Source: an optimization exercise on an open RTL-to-GDS flow (aim: small area). Production flows keep margins and buffers that such runs may drop. The RTL was checked by simulation tests, not by an equivalence proof against the original design. No activity file was given, so power comes from the tool's default toggle rates.

==> flow/design.v <==
module core_top (
    input  logic        clock,
    input  logic        reset_ALUop_2_3,
    output logic [15:0] pc_addr,
    input  logic [15:0] inst,
    output logic [15:0] mem_addr,
    output logic [15:0] mem_write_data,
    output logic        mem_write,
    input  logic [15:0] mem_read_data
);
    logic [15:0] pc;
    logic [3:0]  phase;
    always_ff @(posedge clock or posedge reset_ALUop_2_3) begin
        if (reset_ALUop_2_3) {pc, phase} <= '0;
        else                 {pc, phase} <= {pc, phase} + 20'd1;
    end
    logic ph0, ph15;
    assign ph0  = (phase == 4'd0);
    assign ph15 = (phase == 4'd15);
    logic       pk_clear;   
    logic       pk_load;    
    logic [2:0] pd;         
    logic [3:0] ps;         
    logic       st_pend;    
    logic [1:0] cls;
    logic [2:0] ra, rb;
    logic [3:0] funct, sh;
    assign cls   = inst[15:14];
    assign ra    = inst[13:11];
    assign rb    = inst[10:8];
    assign funct = inst[7:4];
    assign sh    = inst[3:0];
    logic [15:0] rf [1:7];
    logic        late_bit;    
    logic [7:0] heads;
    assign heads[0] = 1'b0;
    genvar gi;
    generate
        for (gi = 1; gi < 8; gi++) begin : g_reg
            logic wr;
            assign wr = pk_clear || (pd == 3'(gi));
            assign heads[gi] = wr ? late_bit : rf[gi][0];
            always_ff @(posedge clock) begin
                rf[gi] <= {heads[gi], rf[gi][15:1]};
            end
        end
    endgenerate
    logic a_bit, b_bit;
    assign a_bit = heads[ra];
    assign b_bit = heads[rb];
    logic [15:0] A, D;
    logic        a_in, d_in;
    always_ff @(posedge clock) begin
        if (pk_load && ph0) A <= {a_in, mem_read_data[15:1]};
        else                A <= {a_in, A[15:1]};
        D <= {d_in, D[15:1]};
    end
    logic a_tap, srl_ok;
    assign a_tap  = A[ps];
    assign srl_ok = (phase <= ~ps);
    always_comb begin
        if (pk_clear)             late_bit = 1'b0;
        else if (pk_load && ph0)  late_bit = mem_read_data[0];
        else                      late_bit = a_tap && srl_ok;
    end
    logic imm_bit, is_mem, is_sub, y, cin, sum, carry;
    assign imm_bit = phase[3] ? inst[7] : inst[phase[2:0]];
    assign is_mem  = !cls[1];
    assign is_sub  = (cls == 2'b11) && (funct == 4'd1);
    assign y       = (is_mem ? imm_bit : a_bit) ^ is_sub;
    assign cin     = ph0 ? is_sub : carry;
    assign sum     = b_bit ^ y ^ cin;
    always_ff @(posedge clock) begin
        carry <= (b_bit & y) | (b_bit & cin) | (y & cin);
    end
    logic sll_bit;
    logic [15:0] d_taps;
    assign d_taps = {D[1], D[2], D[3], D[4], D[5], D[6], D[7], D[8],
                     D[9], D[10], D[11], D[12], D[13], D[14], D[15], b_bit};
    assign sll_bit = (phase >= sh) && d_taps[sh];
    logic alu_bit;
    always_comb begin
        if (funct[3])      alu_bit = funct[0] ? b_bit : sll_bit;  
        else if (funct[2]) alu_bit = a_bit ^ b_bit;
        else if (funct[1]) alu_bit = funct[0] ? (a_bit | b_bit) : (a_bit & b_bit);
        else               alu_bit = sum;
    end
    always_comb begin
        case (cls)
            2'b10:   a_in = imm_bit;
            2'b11:   a_in = alu_bit;
            default: a_in = sum;
        endcase
    end
    assign d_in = cls[1] ? b_bit : a_bit;
    logic       funct_ok;
    logic [2:0] dest;
    always_comb begin
        case (funct)
            4'd0, 4'd1, 4'd2, 4'd3, 4'd4, 4'd8, 4'd9: funct_ok = 1'b1;
            default:                                  funct_ok = 1'b0;
        endcase
        case (cls)
            2'b00:   dest = ra;
            2'b01:   dest = 3'd0;
            2'b10:   dest = rb;
            default: dest = funct_ok ? rb : 3'd0;
        endcase
    end
    always_ff @(posedge clock or posedge reset_ALUop_2_3) begin
        if (reset_ALUop_2_3) begin
            pk_clear <= 1'b1;
            st_pend  <= 1'b0;
        end else if (ph15) begin
            pk_clear <= 1'b0;
            st_pend  <= (cls == 2'b01);
        end
    end
    always_ff @(posedge clock) begin
        if (ph15) begin
            pk_load <= (cls == 2'b00);
            pd      <= dest;
            ps      <= ((cls == 2'b11) && (funct == 4'd9)) ? sh : 4'd0;
        end
    end
    assign pc_addr        = pc;
    assign mem_addr       = A;
    assign mem_write_data = D;
    assign mem_write      = st_pend && ph0;
endmodule
Settings: LEC_CHECK=0, ABC_AREA=1, CAP_MARGIN=20, CORE_MARGIN=2, CORE_UTILIZATION=40, SLEW_MARGIN=20; clock period 10.0 ns.
standard.sh (not shown) runs the stock make flow with config.mk's settings and CLKGATE_MAP_FILE= SYNTH_SCRIPT=/design/flow/synth_recipe.tcl, a recipe that flattens the netlist after the stock synthesis.
==> flow/flow/run.sh <==
#!/bin/bash
# Standard layout with three changes: port buffers made from the smallest
# buffer, every cell downsized to its smallest drive strength after
# floorplan (the repair steps that follow restore what timing needs), and
# clock tree options for a small tree without dummy loads.
set -o pipefail
HERE=$(pwd)
export BUFFER_PORTS_ARGS="-buffer_cell sky130_fd_sc_hd__buf_1"
export POST_FLOORPLAN_TCL="$HERE/flow/downsize.tcl"
export CTS_ARGS="-sink_clustering_enable -repair_clock_nets -dont_use_dummy_load -buf_list {sky130_fd_sc_hd__clkbuf_4 sky130_fd_sc_hd__clkbuf_8} -sink_clustering_size ${CTS_SIZE:-10}"
bash standard.sh > standard.log 2>&1
==> flow/flow/downsize.tcl <==
set lib_area {}
foreach lc [get_lib_cells sky130_fd_sc_hd__*] {
  set n [get_name $lc]
  dict set lib_area $n [get_property $lc area]
}
set dont_use [split $::env(DONT_USE_CELLS)]
set n_changed 0
foreach inst [get_cells *] {
  set m [get_property [get_lib_cells -of_objects $inst] name]
  if {![regexp {^(sky130_fd_sc_hd__[a-z0-9]+)_([0-9]+)$} $m -> base drv]} { continue }
  set best $m
  set best_a [dict get $lib_area $m]
  dict for {n a} $lib_area {
    if {[regexp "^${base}_(\[0-9\]+)\$" $n] && [lsearch -exact $dont_use $n] < 0 && $a < $best_a} {
      set best $n
      set best_a $a
    }
  }
  if {$best ne $m} {
    replace_cell $inst $best
    incr n_changed
  }
}
puts "downsize: replaced $n_changed cells"
Next try:
--- a/flow/design.v
+++ b/flow/design.v
@@ -20,9 +20,8 @@
     logic       pk_clear;   
     logic       pk_load;    
     logic [2:0] pd;         
     logic [3:0] ps;         
-    logic       st_pend;    
     logic [1:0] cls;
     logic [2:0] ra, rb;
     logic [3:0] funct, sh;
     assign cls   = inst[15:14];
@@ -109,22 +108,20 @@
     end
     always_ff @(posedge clock or posedge reset_ALUop_2_3) begin
         if (reset_ALUop_2_3) begin
             pk_clear <= 1'b1;
-            st_pend  <= 1'b0;
         end else if (ph15) begin
             pk_clear <= 1'b0;
-            st_pend  <= (cls == 2'b01);
         end
     end
     always_ff @(posedge clock) begin
         if (ph15) begin
-            pk_load <= (cls == 2'b00);
+            pk_load <= (cls == 2'b01) || ((cls == 2'b00) && (ra != 3'd0));
             pd      <= dest;
             ps      <= ((cls == 2'b11) && (funct == 4'd9)) ? sh : 4'd0;
         end
     end
     assign pc_addr        = pc;
     assign mem_addr       = A;
     assign mem_write_data = D;
-    assign mem_write      = st_pend && ph0;
+    assign mem_write      = ph0 && !pk_clear && pk_load && (pd == 3'd0);
 endmodule
Outcome: The changed run ran to the end with no violations; design area drops by 0.81%; routed wire length drops by about 2.8%; flip-flop and latch count decreases by 1; maximum frequency decreases by 8.3%; register-to-register slack stays flat; via count went down by about 3%; core utilization went up by 1.4 points; hold slack improves by 0.012 ns; worst setup slack is worse by 0.38 ns; clock skew falls by 0.015 ns; synthesized cell count went down by 1.6%; area after synthesis went down by about 3%; first-iteration DRC count shrinks by 18%; power is lower by about 0.5%.

-- port drivers added, routing unchanged --
Ports are ideal in the flow. The routed layouts listed here were re-timed in OpenROAD.
Step 1, drivers: a clkbuf_16 drives clock and a buf_2 each remaining input, both assumed.
Step 2, shift: input delay + t, output delay - t, t = (earliest + latest rising clock arrival at the registers) / 2. This alone moves slack from input paths to output paths.
Three values: no drivers, after step 1, after step 2; two values: the first two.
| run | t (ns) | slack for setup (ns) | latest minus earliest clock arrival (ns) |
|---|---|---|---|
| the first run | 0.472 | 5.825 / 5.830 / 5.358 | 0.038 / 0.039 |
| the second run | 0.468 | 5.447 / 5.458 / 4.990 | 0.021 / 0.021 |
After both steps every run listed still meets setup and hold. The setup slack of the first run, which loses most, moves by +0.005 ns with the drivers and by -0.467 ns with both steps.
